From an optimization exercise on the open Yosys and OpenROAD flow, aimed at small area; shortcuts taken in it are not production practice.
In this exercise RTL edits were held to simulation tests only and were not proved equivalent to the original.
Power figures rest on the tool's default switching activity, not on a simulated workload.

==> module inst_buffer, before the edit <==
module inst_buffer (
  input  logic                                clk,
  input  logic                                rst_n,
  input  logic                                di_valid,   
  output logic                                di_full,
  output logic [gpu_pipe_pkg::ibuf_cnt_w-1:0] di_count,
  input  logic [gpu_pipe_pkg::addr_w-1:0]     di_pc,
  input  logic [gpu_pipe_pkg::warp_w-1:0]     di_warp,
  input  logic [3:0]                          di_code,
  input  logic [31:7]                         di_word,
  output logic                                out_valid,
  input  logic                                out_ready,
  output logic [gpu_pipe_pkg::addr_w-1:0]     out_pc,
  output logic [gpu_pipe_pkg::warp_w-1:0]     out_warp,
  output logic [gpu_isa_pkg::opc_w-1:0]       out_opcode,
  output logic [gpu_isa_pkg::f3_w-1:0]        out_funct3,
  output logic [gpu_isa_pkg::reg_w-1:0]       out_rd,
  output logic [gpu_isa_pkg::reg_w-1:0]       out_rs1,
  output logic [gpu_isa_pkg::reg_w-1:0]       out_rs2,
  output logic [gpu_pipe_pkg::data_w-1:0]     out_imm
);
  localparam int ibuf_depth = gpu_pipe_pkg::ibuf_depth;
  localparam int ibuf_ptr_w = gpu_pipe_pkg::ibuf_ptr_w;
  localparam int ibuf_cnt_w = gpu_pipe_pkg::ibuf_cnt_w;
  localparam int ent_w      = 32 + 3 + 4 + 25;
  logic [ent_w-1:0]      mem [ibuf_depth];
  logic [ibuf_ptr_w-1:0] wr_ptr, rd_ptr;   
  logic [ibuf_cnt_w-1:0] count;
  logic                  pop;
  logic [3:0]            code;
  logic [31:0]           w;
  assign pop       = out_valid && out_ready;
  assign out_valid = (count != '0);
  assign di_count  = count;
  assign di_full   = count[2];
  assign rd_ptr    = wr_ptr - count[ibuf_ptr_w-1:0];
  always_ff @(posedge clk or negedge rst_n) begin
    if (!rst_n) begin
      wr_ptr <= '0;
      count  <= '0;
    end else begin
      if (di_valid) wr_ptr <= wr_ptr + 1'b1;   
      if (di_valid && !pop) count <= count + 1'b1;
      else if (pop && !di_valid) count <= count - 1'b1;
    end
  end
  always_ff @(posedge clk) begin
    if (di_valid) mem[wr_ptr] <= {di_pc, di_warp, di_code, di_word};
  end
  logic [ent_w-1:0] head;
  always_comb begin
    head = '0;
    for (int i = 0; i < ibuf_depth; i++) begin
      head = head | ({ent_w{rd_ptr == i[1:0]}} & mem[i]);
    end
  end
  assign {out_pc, out_warp, code, w[31:7]} = head;
  assign w[6:0] = {code[3], code[2], code[1] & !code[3],
                   (code[3] & code[1]) | (code[0] & !code[1] & !code[2] & !code[3]),
                   code[0] & (code[1] | code[3]), 2'b11};
  assign out_opcode = w[6:0];
  always_comb begin
    out_funct3 = '0;
    out_rd     = '0;
    out_rs1    = '0;
    out_rs2    = '0;
    out_imm    = '0;
    case (code)
      4'd7, 4'd3: begin   
        out_rd  = w[11:7];
        out_imm = {w[31:12], 12'b0};
      end
      4'd15: begin   
        out_rd  = w[11:7];
        out_imm = {{12{w[31]}}, w[19:12], w[20], w[30:21], 1'b0};
      end
      4'd13, 4'd0, 4'd2: begin   
        out_rd     = w[11:7];
        out_rs1    = w[19:15];
        out_funct3 = w[14:12];
        out_imm    = {{20{w[31]}}, w[31:20]};
      end
      4'd12: begin   
        out_rs1    = w[19:15];
        out_rs2    = w[24:20];
        out_funct3 = w[14:12];
        out_imm    = {{20{w[31]}}, w[7], w[30:25], w[11:8], 1'b0};
      end
      4'd4: begin   
        out_rs1    = w[19:15];
        out_rs2    = w[24:20];
        out_funct3 = w[14:12];
        out_imm    = {{20{w[31]}}, w[31:25], w[11:7]};
      end
      4'd6: begin   
        out_rd     = w[11:7];
        out_rs1    = w[19:15];
        out_rs2    = w[24:20];
        out_funct3 = w[14:12];
      end
      default: ;   
    endcase
  end
endmodule
export LEC_CHECK = 0
export CAP_MARGIN = 20
export CORE_MARGIN = 2
export CORE_UTILIZATION = 60
export PLACE_DENSITY = 0.75
export SLEW_MARGIN = 20
create_clock -name core_clock -period 6.0 [get_ports {clk}]
standard.sh (not shown) runs the stock make flow with config.mk's settings and CLKGATE_MAP_FILE= SYNTH_SCRIPT=/design/flow/synth_recipe.tcl, a recipe that flattens the netlist after the stock synthesis.
==> flow/flow/run.sh <==
#!/bin/bash
# Own layout flow: the standard ORFS flow (standard.sh) with changes that
# only affect how the layout is made:
#  - synthesis keeps the combinational pc_adder module apart until mapping;
#    ABC maps pc_adder with a speed-oriented script (flow/abc_fast.script)
#    and everything else with an area-oriented one (flow/abc_area.script).
#    Registers are mapped by ORFS as usual, and synth_recipe.tcl flattens and
#    renames as in the standard synthesis;
#  - every input and output port still gets a buffer, but a buf_1;
#  - CTS builds the tree from clkbuf_8 with larger sink clusters and
#    without dummy loads.
# Each ORFS step writes its full log under orfs/logs/; make's own output
# goes to flow_synth.log and flow_layout.log here.
set -euo pipefail
WORK=$(pwd)
rm -rf "$WORK/scripts_own"
cp -r "$FLOW_HOME/scripts" "$WORK/scripts_own"
cp "$WORK/flow/abc_area.script" "$WORK/scripts_own/abc_speed.script"
cp "$WORK/flow/abc_fast.script" "$WORK/scripts_own/abc_fast.script"
python3 - "$WORK/scripts_own/synth.tcl" <<'PY'
import sys
p = sys.argv[1]
s = open(p).read()
old = "  log_cmd abc {*}$abc_args\n"
new = """  if { [llength [tee -q -s result.string select -list-mod pc_adder]] > 0 } {
    set abc_fast_args [lreplace $abc_args 1 1 $::env(SCRIPTS_DIR)/abc_fast.script]
    log_cmd abc {*}$abc_fast_args pc_adder
    log_cmd abc {*}$abc_args * pc_adder %d
  } else {
    log_cmd abc {*}$abc_args
  }
"""
assert s.count(old) == 1
open(p, "w").write(s.replace(old, new))
PY
export SCRIPTS_DIR="$WORK/scripts_own"
export SYNTH_KEEP_MODULES=pc_adder
export BUFFER_PORTS_ARGS="-buffer_cell sky130_fd_sc_hd__buf_1"
export CTS_ARGS="-sink_clustering_enable -repair_clock_nets -dont_use_dummy_load -buf_list sky130_fd_sc_hd__clkbuf_8 -sink_clustering_size 18 -sink_clustering_max_diameter 60"
bash standard.sh synth > "$WORK/flow_synth.log" 2>&1
bash standard.sh > "$WORK/flow_layout.log" 2>&1
==> flow/flow/abc_area.script <==
&get -n
&st
&syn2
&synch2
&dch -f
&nf -a -A 10 -F 16 -C 32
&st
&syn3
&synch2
&dch -f
&nf -a -A 10 -F 16 -C 32
&st
&syn4
&dch -f
&nf -a -A 10 -F 16 -C 32
&put
topo
stime -c
==> flow/flow/abc_fast.script <==
&get -n
&st
&syn2
&synch2
&dch -f
&nf -a
&st
&syn3
&synch2
&dch -f
&nf -a
&st
&syn4
&dch -f
&nf -a
&st
&syn3
&synch2
&dch -f
&nf -a
&st
&if -g -K 6
&synch2
&nf -R 20
&put
topo
stime -c
==> next run, changes <==
--- a/flow/design.v
+++ b/flow/design.v
@@ -293,7 +293,6 @@
   localparam int ibuf_cnt_w = gpu_pipe_pkg::ibuf_cnt_w;
   localparam int ent_w      = 32 + 3 + 4 + 25;
   logic [ent_w-1:0]      mem [ibuf_depth];
-  logic [ibuf_ptr_w-1:0] wr_ptr, rd_ptr;   
   logic [ibuf_cnt_w-1:0] count;
   logic                  pop;
   logic [3:0]            code;
@@ -302,25 +301,25 @@
   assign out_valid = (count != '0);
   assign di_count  = count;
   assign di_full   = count[2];
-  assign rd_ptr    = wr_ptr - count[ibuf_ptr_w-1:0];
   always_ff @(posedge clk or negedge rst_n) begin
     if (!rst_n) begin
-      wr_ptr <= '0;
       count  <= '0;
     end else begin
-      if (di_valid) wr_ptr <= wr_ptr + 1'b1;   
       if (di_valid && !pop) count <= count + 1'b1;
       else if (pop && !di_valid) count <= count - 1'b1;
     end
   end
   always_ff @(posedge clk) begin
-    if (di_valid) mem[wr_ptr] <= {di_pc, di_warp, di_code, di_word};
+    if (di_valid) begin
+      mem[0] <= {di_pc, di_warp, di_code, di_word};
+      for (int i = 1; i < ibuf_depth; i++) mem[i] <= mem[i-1];
+    end
   end
   logic [ent_w-1:0] head;
   always_comb begin
     head = '0;
     for (int i = 0; i < ibuf_depth; i++) begin
-      head = head | ({ent_w{rd_ptr == i[1:0]}} & mem[i]);
+      head = head | ({ent_w{count == 3'(i + 1)}} & mem[i]);
     end
   end
   assign {out_pc, out_warp, code, w[31:7]} = head;
Synthesized area goes down slightly.
Register-to-register slack is better by 0.24 ns.
Setup slack got worse by 0.0060 ns.
Total power went down by roughly a tenth.
Final area fell slightly.
Clock-buffer cell count is unchanged.
Global-route usage increases by 1.3 points.
Via count rose by a few percent.
Non-clock buffer count decreases by 7.
First-iteration DRC count drops by about a fifth.
Critical path depth went down by 8.
Utilization went up by 0.78 points.
Sequential power is about the same.

separate check: timing with driven ports:
The results above use ideal ports. As a check the final layouts listed here were re-extracted and re-timed, cells and wires unchanged. Step 1 sets driving cells, clkbuf_16 on the clock port and buf_2 on the other inputs (assumed; they add their load-dependent delay and slew). Step 2, shift: input delay + t, output delay - t, t = (earliest + latest rising clock arrival at the registers) / 2. This alone moves slack from input paths to output paths. a / b / c = no drivers / after step 1 / after step 2; a / b = the first two.
run	shift t [ns]	setup WS [ns]	hold WS [ns]
the first run	0.627	0.385 / 0.385 / 0.385	0.460 / 0.460 / 0.460
the second run	0.681	0.379 / 0.327 / 0.623	0.448 / 0.448 / 0.448
After both steps setup and hold are still met in every run listed.
